Source: an optimization exercise on an open RTL-to-GDS flow (aim: small area, a short achievable clock period and few clock cycles per item). Production flows keep margins and buffers that such runs may drop. The RTL was checked by simulation tests, not by an equivalence proof against the original design. Power and IR drop assume default switching activity.

### flow/design.v
`timescale 1ns / 1ps
package rrts_pkg;
   localparam int TIME_W  = 16;
   localparam int BURST_W = 16;
   localparam int TASK_W  = 5;
   localparam logic [TIME_W-1:0] TIME_MAX = {TIME_W{1'b1}};
   localparam logic OP_LOAD = 1'b0;
   localparam logic OP_TICK = 1'b1;
   typedef logic [TIME_W-1:0]  time_type;
   typedef logic [BURST_W-1:0] burst_type;
   typedef logic [TASK_W-1:0]  task_type;
   typedef struct packed {
      logic empty;
      logic full;
   } fifo_status_type;
endpackage
`timescale 1ns / 1ps
module rrts_task_table #(
   parameter int MAX_TASKS = 32,
   parameter int IW        = 5
) (
   input  logic                 clock,
   input  logic [MAX_TASKS-1:0] arr_we,
   input  rrts_pkg::time_type   arr_wdata,
   input  logic [MAX_TASKS-1:0] rem_we,
   input  rrts_pkg::burst_type  rem_wdata,
   input  rrts_pkg::time_type   cmp_time,
   output logic [MAX_TASKS-1:0] arr_match,
   input  logic [IW-1:0]        rem_rd_addr,
   output rrts_pkg::burst_type  rem_rdata
);
   rrts_pkg::time_type  arrival_mem   [MAX_TASKS];
   rrts_pkg::burst_type remaining_mem [MAX_TASKS];
   always_ff @(posedge clock) begin
      for (int i = 0; i < MAX_TASKS; i++) begin
         if (arr_we[i]) begin
            arrival_mem[i] <= arr_wdata;
         end
         if (rem_we[i]) begin
            remaining_mem[i] <= rem_wdata;
         end
      end
   end
   always_comb begin
      for (int i = 0; i < MAX_TASKS; i++) begin
         arr_match[i] = (arrival_mem[i] == cmp_time);
      end
   end
   assign rem_rdata = remaining_mem[rem_rd_addr];
endmodule
`timescale 1ns / 1ps
module rrts_ready_fifo #(
   parameter int MAX_TASKS = 32,
   parameter int IW        = 5,
   parameter int CW        = 6
) (
   input  logic           clock,
   input  logic           reset,
   input  logic           pop,
   input  logic [1:0]     npush,
   input  logic [IW-1:0]  push_a,
   input  logic [IW-1:0]  push_b,
   output logic [IW-1:0]  head,
   output logic           empty
);
   logic [IW-1:0] q_ff [MAX_TASKS];
   logic [CW-1:0] fill_ff;
   logic [CW-1:0] base;
   assign empty = (fill_ff == '0);
   assign head  = q_ff[0];
   assign base  = fill_ff - CW'(pop);
   always_ff @(posedge clock) begin
      for (int k = 0; k < MAX_TASKS; k++) begin
         if (CW'(k) < base) begin
            if (pop) begin
               q_ff[k] <= (k < MAX_TASKS - 1) ? q_ff[(k + 1) % MAX_TASKS] : q_ff[k];
            end
         end else if (CW'(k) == base) begin
            q_ff[k] <= push_a;
         end else begin
            q_ff[k] <= push_b;
         end
      end
   end
   always_ff @(posedge clock) begin
      if (reset) begin
         fill_ff <= '0;
      end else begin
         fill_ff <= base + CW'(npush);
      end
   end
endmodule
`timescale 1ns / 1ps
module round_robin_tick_scheduler #(
   parameter int MAX_TASKS = 32
) (
   input  logic                 clock,
   input  logic                 reset,
   input  logic                 req_valid,
   output logic                 req_ready,
   input  logic                 req_operation,
   input  logic [15:0]          req_arrival_time,
   input  logic [15:0]          req_burst_length,
   output logic                 rsp_valid,
   input  logic                 rsp_ready,
   output logic [4:0]           rsp_task_index,
   output logic                 rsp_idle,
   output logic                 rsp_finished,
   output logic [15:0]          rsp_slot_time
);
   localparam int IW = (MAX_TASKS > 1) ? $clog2(MAX_TASKS) : 1;
   localparam int CW = $clog2(MAX_TASKS + 1);
   localparam logic [CW-1:0] FULL_CNT = CW'(MAX_TASKS);
   logic                ready_ff;
   logic [CW-1:0]       loaded_ff;
   rrts_pkg::time_type  time_ff;
   logic                tzero_ff;
   logic                tsat_ff;
   logic                stall_ff;
   logic [IW-1:0]       last_ff;
   logic                rj_vld_ff;
   logic [IW-1:0]       rj_idx_ff;
   logic                rsp_valid_ff;
   rrts_pkg::task_type  rsp_task_ff;
   logic                rsp_idle_ff;
   logic                rsp_fin_ff;
   rrts_pkg::time_type  rsp_slot_ff;
   logic                skid_vld_ff;
   rrts_pkg::task_type  skid_task_ff;
   logic                skid_idle_ff;
   logic                skid_fin_ff;
   logic                req_accept;
   logic                is_tick;
   logic                load_ok;
   logic                load_arr0;
   logic [MAX_TASKS-1:0] ld_sel;
   logic [MAX_TASKS-1:0] run_sel;
   logic [MAX_TASKS-1:0] rem_we;
   rrts_pkg::burst_type rem_wdata;
   logic [MAX_TASKS-1:0] arr_match;
   rrts_pkg::burst_type rem_rdata;
   rrts_pkg::burst_type rem_dec;
   logic [IW-1:0]       head;
   logic                q_empty;
   logic                pop;
   logic [1:0]          npush;
   logic [IW-1:0]       push_a;
   logic [IW-1:0]       push_b;
   logic                ran;
   logic                fin;
   logic                rejoin;
   logic [MAX_TASKS-1:0] arr_mask;
   logic                arr_any;
   logic                arr_more;
   logic [IW-1:0]       arr_idx;
   logic                step_done;
   logic                stall_in;
   assign req_ready  = ready_ff;
   assign req_accept = req_valid && ready_ff;
   assign is_tick    = req_accept && (req_operation == rrts_pkg::OP_TICK);
   assign load_ok    = req_accept && (req_operation == rrts_pkg::OP_LOAD)
                       && (loaded_ff != FULL_CNT);
   assign load_arr0  = load_ok && tzero_ff && (req_arrival_time == '0);
   assign pop     = is_tick && !q_empty;
   assign ran     = pop;
   assign fin     = ran && (rem_rdata[15:1] == '0);
   assign rejoin  = ran && !fin;
   assign rem_dec = (rem_rdata == '0) ? '0 : rem_rdata - 1'b1;
   always_comb begin
      for (int i = 0; i < MAX_TASKS; i++) begin
         ld_sel[i]  = load_ok && (loaded_ff[IW-1:0] == IW'(i));
         run_sel[i] = ran && (head == IW'(i));
      end
   end
   assign rem_we    = ld_sel | run_sel;
   assign rem_wdata = is_tick ? rem_dec : req_burst_length;
   rrts_task_table #(
      .MAX_TASKS (MAX_TASKS),
      .IW        (IW)
   ) u_table (
      .clock       (clock),
      .arr_we      (ld_sel),
      .arr_wdata   (req_arrival_time - 1'b1),
      .rem_we      (rem_we),
      .rem_wdata   (rem_wdata),
      .cmp_time    (time_ff),
      .arr_match   (arr_match),
      .rem_rd_addr (head),
      .rem_rdata   (rem_rdata)
   );
   always_comb begin
      for (int i = 0; i < MAX_TASKS; i++) begin
         arr_mask[i] = arr_match[i] && (CW'(i) < loaded_ff) && !tsat_ff
                       && (is_tick || (stall_ff && (IW'(i) > last_ff)));
      end
      arr_any  = 1'b0;
      arr_more = 1'b0;
      arr_idx  = '0;
      for (int i = MAX_TASKS - 1; i >= 0; i--) begin
         if (arr_mask[i]) begin
            arr_more = arr_any;
            arr_any  = 1'b1;
            arr_idx  = IW'(i);
         end
      end
   end
   always_comb begin
      npush    = 2'd0;
      push_a   = head;
      push_b   = head;
      stall_in = 1'b0;
      if (stall_ff) begin
         push_a = arr_idx;
         push_b = rj_idx_ff;
         if (arr_more) begin
            npush    = 2'd1;
            stall_in = 1'b1;
         end else begin
            npush    = rj_vld_ff ? 2'd2 : 2'd1;
         end
      end else if (is_tick) begin
         if (arr_any) begin
            push_a = arr_idx;
            if (arr_more) begin
               npush    = 2'd1;
               stall_in = 1'b1;
            end else begin
               npush    = rejoin ? 2'd2 : 2'd1;
            end
         end else begin
            npush = rejoin ? 2'd1 : 2'd0;
         end
      end else if (load_arr0) begin
         push_a = loaded_ff[IW-1:0];
         npush  = 2'd1;
      end
   end
   assign step_done = (is_tick || stall_ff) && !stall_in;
   rrts_ready_fifo #(
      .MAX_TASKS (MAX_TASKS),
      .IW        (IW),
      .CW        (CW)
   ) u_fifo (
      .clock  (clock),
      .reset  (reset),
      .pop    (pop),
      .npush  (npush),
      .push_a (push_a),
      .push_b (push_b),
      .head   (head),
      .empty  (q_empty)
   );
   always_ff @(posedge clock) begin
      if (reset) begin
         loaded_ff <= '0;
         time_ff   <= '0;
         tzero_ff  <= 1'b1;
         tsat_ff   <= 1'b0;
         stall_ff  <= 1'b0;
      end else begin
         if (load_ok) begin
            loaded_ff <= loaded_ff + 1'b1;
         end
         if (step_done && !tsat_ff) begin
            time_ff  <= time_ff + 1'b1;
            tzero_ff <= 1'b0;
            tsat_ff  <= (time_ff == (rrts_pkg::TIME_MAX - 1'b1));
         end
         stall_ff <= stall_in;
      end
   end
   always_ff @(posedge clock) begin
      if (arr_any) begin
         last_ff <= arr_idx;
      end
      if (is_tick) begin
         rj_vld_ff <= rejoin;
         rj_idx_ff <= head;
      end
   end
   logic take;
   logic skid_vld_in;
   assign take = rsp_valid_ff && rsp_ready;
   always_comb begin
      skid_vld_in = skid_vld_ff;
      if (skid_vld_ff) begin
         if (take) skid_vld_in = 1'b0;
      end else if (is_tick && rsp_valid_ff && !take) begin
         skid_vld_in = 1'b1;
      end
   end
   always_ff @(posedge clock) begin
      if (reset) begin
         rsp_valid_ff <= 1'b0;
         skid_vld_ff  <= 1'b0;
         ready_ff     <= 1'b1;
      end else begin
         if (skid_vld_ff) begin
            rsp_valid_ff <= 1'b1;
         end else if (is_tick) begin
            rsp_valid_ff <= 1'b1;
         end else if (take) begin
            rsp_valid_ff <= 1'b0;
         end
         skid_vld_ff <= skid_vld_in;
         ready_ff    <= !stall_in && !skid_vld_in;
      end
   end
   always_ff @(posedge clock) begin
      if (skid_vld_ff) begin
         if (take) begin
            rsp_task_ff <= skid_task_ff;
            rsp_idle_ff <= skid_idle_ff;
            rsp_fin_ff  <= skid_fin_ff;
            rsp_slot_ff <= (rsp_slot_ff == rrts_pkg::TIME_MAX) ? rsp_slot_ff
                                                              : rsp_slot_ff + 1'b1;
         end
      end else if (is_tick) begin
         if (!rsp_valid_ff || take) begin
            rsp_task_ff <= q_empty ? '0 : head;
            rsp_idle_ff <= q_empty;
            rsp_fin_ff  <= fin;
            rsp_slot_ff <= time_ff;
         end else begin
            skid_task_ff <= q_empty ? '0 : head;
            skid_idle_ff <= q_empty;
            skid_fin_ff  <= fin;
         end
      end
   end
   assign rsp_valid      = rsp_valid_ff;
   assign rsp_task_index = rsp_task_ff;
   assign rsp_idle       = rsp_idle_ff;
   assign rsp_finished   = rsp_fin_ff;
   assign rsp_slot_time  = rsp_slot_ff;
endmodule
### flow/run.sh
#!/bin/bash
# synth_recipe.tcl (not shown) runs the flow's synth.tcl, then flattens the netlist and writes it again
# the make line also repeats each setting of config.mk as NAME=value (left out here)
make -C /OpenROAD-flow-scripts/flow DESIGN_CONFIG=/design/flow/config.mk WORK_HOME=/design/flow/orfs CLKGATE_MAP_FILE= SYNTH_SCRIPT=/design/flow/synth_recipe.tcl finish
### flow/config.mk
export PLATFORM = sky130hd
export DESIGN_NAME = round_robin_tick_scheduler
export DESIGN_NICKNAME = round_robin_tick_scheduler
export VERILOG_FILES = /design/flow/design.v
export SDC_FILE = /design/flow/constraint.sdc
export NUM_CORES = 4
export LEC_CHECK = 0
export CAP_MARGIN = 20
export CORE_MARGIN = 2
export CORE_UTILIZATION = 40
export PLACE_DENSITY = 0.6
export SLEW_MARGIN = 20
### flow/constraint.sdc
create_clock -name core_clock -period 5.0 [get_ports {clock}]
set_input_delay 1.0000 -clock core_clock [delete_from_list [all_inputs] [get_ports {clock}]]
set_output_delay 1.0000 -clock core_clock [all_outputs]
set_load 0.01 [all_outputs]
==> impl_metrics.toml <==
[sta]
finalClockSkew_ns = 0.0487
finalCritPeriodShare = 1.03
setup_slack_ns = -0.143
rsz0062_at_grt = "yes"
timing.fmax_ghz = 0.194
holdWs_ns = 0.493
fin_crit_ns = 5.14
final_max_slew_viol_count = 0
relSlewSlack = 0.320
setup_violations = 3
worst_pin_slew_ns = 1.02
hold_viol = 0

[placed_design]
gp_congestion = 0.940
hpwl_um = 128000
place_ws_ns = -0.780
dp_cells = 6595
port_buffers = 61

[clock_tree]
insertion_delay_ns = 0.81
postCtsHoldBufs = 0
clockRootBuffer = "clkbuf_16"
htreeDepth = 4
cts_tree = "yes"
cts.clk_slew.worst_paths_ns = 0.06
clock-sinks = 1259
clock_path_buffers = 3
cts_buffers = 135

[synth]
syn-instance-count = 4266
synthTopCellsByCount = "edfxtp_1 (1,225), nand2_1 (335), xor2_1 (300)"
yosysUniqueCellTypes = 100
ys.flop_type = "edfxtp_1"
ys_seq_area_frac = 0.663
yosysTopAreaCell = "edfxtp_1"
ys_top_cells_by_area = "edfxtp_1 (65%), xor2_1 (4.6%), xnor2_1 (4.4%), a22oi_1 (2.6%), nand2_1 (2.2%)"
synthArstFlopShare = 0
synth.most_common_cell = "edfxtp_1"
ys_warn_count = 6
synth_edf_count = 1225
syn_nets = 4320
avgSynthCellArea_um2 = 13.2
ys_seq_elements = 1259
yosysTopAreaCellShare = 0.651
synth.cell_area_um2 = 56500

[floorplanning]
initial_utilization = 0.404
die_w_um = 380
pin_count = 62
coreArea_um2 = 140000
num_rows = 137
design.die.area_um2 = 144000
chipHeight_um = 380

[layout]
synthToLayoutAreaGrowth_pct = 22.5
fin_nets = 4935
stdcell_count = 6860
drive_above_1_share = 0.209
final_core_util = 0.495

[routing]
routed_wirelength_um = 198000
route.detailed.drc = 0
drtPass1Iterations = 5
via_count = 40200
drt_iter0_markers = 4900
via_per_inst = 5.86
final_antenna_net_count = 0
avgRoutedWirePerCell_um = 28.9

[pwr]
p_leak_uw = 0.0245
power.density_nw_per_um2 = 534
power_uw = 37000
ir_worst_vdd_mv = 0.465

[min_path]
hold_path_class = "reg2reg"

[global_route]
grt_antenna_before_repair = 1
grt_start_max_net_pins = 40
grt_usage = 0.268
grt_pass1_wl_um = 281000
globalRouteOverflowTotal = 0
grt_pass1_vias = 39000

[critical_path]
start_kind = "flip-flop"
critPathMaxFanout = 8
critPathRequiredTime_ns = 5.73
crit_type = "reg2reg"
end_kind = "flip-flop"
crit_arrival_ns = 5.87

[outcome]
violatedChecks = "setup timing"
status = "finished with violations"

[run]
cap_violations = 0
timing repair:
item	4_1_cts	5_1_grt
gates resized for setup	36	67
gates cloned	0	0
buffers inserted	12	14
pin swaps	19	26
endpoints found under the setup margin	5	24
where the power goes:
group | total [uW] | switching [uW] | internal, uW
clock | 9970 | 4400 | 5570
combinational | 12600 | 8040 | 4540
sequential | 14400 | 330 | 14100
total | 37000 | 12800 | 24200
kinds of logic (layout without fill, tap and decap cells):
| family | Yosys count | in the layout | synth area share |
|---|---|---|---|
| compound gates | 783 | 783 | 0.0916 |
| xor+xnor | 581 | 581 | 0.0900 |
| fa+ha+maj | 21 | 21 | 0.00460 |
| buf+inv | 269 | 986 | 0.0218 |
| flops | 1259 | 1259 | 0.663 |
| mux | 56 | 56 | 0.0108 |
| other cells | 0 | 1 | 0 |
| simple gates | 1297 | 1297 | 0.118 |
state kept, by name, indices dropped and copies added (netlist names), 5 cells and up:
signal,cells
rsp_task_ff,5
loaded_ff,6
time_ff,16
skid_task_ff,5
u_table.remaining_mem,512
u_fifo.fill_ff,6
rj_idx_ff,5
u_fifo.q_ff,160
u_table.arrival_mem,512
rsp_slot_ff,16
last_ff,5
metal layers:
metal / part of all wire / wire length [um] / track usage
met4: 0.038 / 7620 / 0.102
met3: 0.088 / 17400 / 0.0384
met5: 0 / 0 / 0
met1: 0.40 / 80000 / 0.366
met2: 0.47 / 93300 / 0.436
cell usage in the layout, fill, tap and decap left out, types with 31 or more instances in the layout:
cell type           n
nand3_1            82
o21ai_0           132
buf_12             64
xor2_1            292
nor3_1             77
nand4_1           123
clkbuf_16         136
a22oi_1           187
a21oi_1           170
and3_1             53
nand2_1           332
a21o_1             39
nor2_1            242
clkdlybuf4s50_1    60
xnor2_1           274
clkbuf_1           31
buf_4             556
edfxtp_1         1225
nor4_1            104
and2_1             43
inv_1              39
cell type report:
type | count | area (um^2)
Clock inverter | 67 | 785
Sequential cell | 1259 | 37500
Inverter | 48 | 180
Fill cell | 12100 | 70600
Antenna cell | 1 | 2.50
Tap cell | 1876 | 2350
Timing Repair Buffer | 699 | 6280
Clock buffer | 172 | 3590
Multi-Input combinational cell | 2738 | 18600
stage by stage:
stage / instance area [um^2] / setup TNS (ns)
detailed placement: 64200 / -73.09
global route: 69200 / -1.10
CTS: 68900 / -0.0275
floorplan: 56600 / 0
finish: 69200 / -0.214
global placement: 64200 / -65.15
critical path: stages (launching register included):
cell and delay (ns):
edfxtp_1 0.38, buf_6 0.15, buf_8 0.13, buf_6 0.12, nand3b_1 0.21, nor2_2 0.18
a22oi_2 0.17, nand3_1 0.11, or4_4 0.56, o32a_1 0.42, nor4_2 0.28, nand3b_1 0.25
nor4b_2 0.30, buf_4 0.22, nand2b_4 0.15, o31ai_2 0.06, nand2_1 0.12, o21a_1 0.14
ha_2 0.19, inv_2 0.04, fa_2 0.34, or3_1 0.39, a21oi_2 0.14
final timing paths:
kind / start / end / slack [ns] / cells after the start
max: u_fifo.q_ff[0][4] / u_fifo.fill_ff[4] / -0.14 / 22
min: tzero_ff / tzero_ff / 0.49 / 1
max reg2reg: u_fifo.q_ff[0][4] / u_fifo.fill_ff[4] / -0.14 / 22
min reg2reg: tzero_ff / tzero_ff / 0.49 / 1
Testbench counts, summed over its fixed seeds: cycles 3,500, ticks 3,200.

-- static timing again, ports no longer ideal --
How much do the figures lean on ideal ports? The routed layout below was timed once more, with nothing changed but the port constraints.
Step 1, drivers: a clkbuf_16 drives clock and a buf_2 each remaining input, both assumed.
Step 2, shift: input delay + t, output delay - t, t = (earliest + latest rising clock arrival at the registers) / 2. This alone moves slack from input paths to output paths.
Three values: ideal, step 1, step 2; two values: the first two.
t, ns: 0.869
slack for setup (ns): -0.143 / -0.143 / -0.689
worst slew at a driven data input, ns: 0.05
The setup slack of this run moves by 0.000 ns with the drivers and by -0.546 ns with both steps.
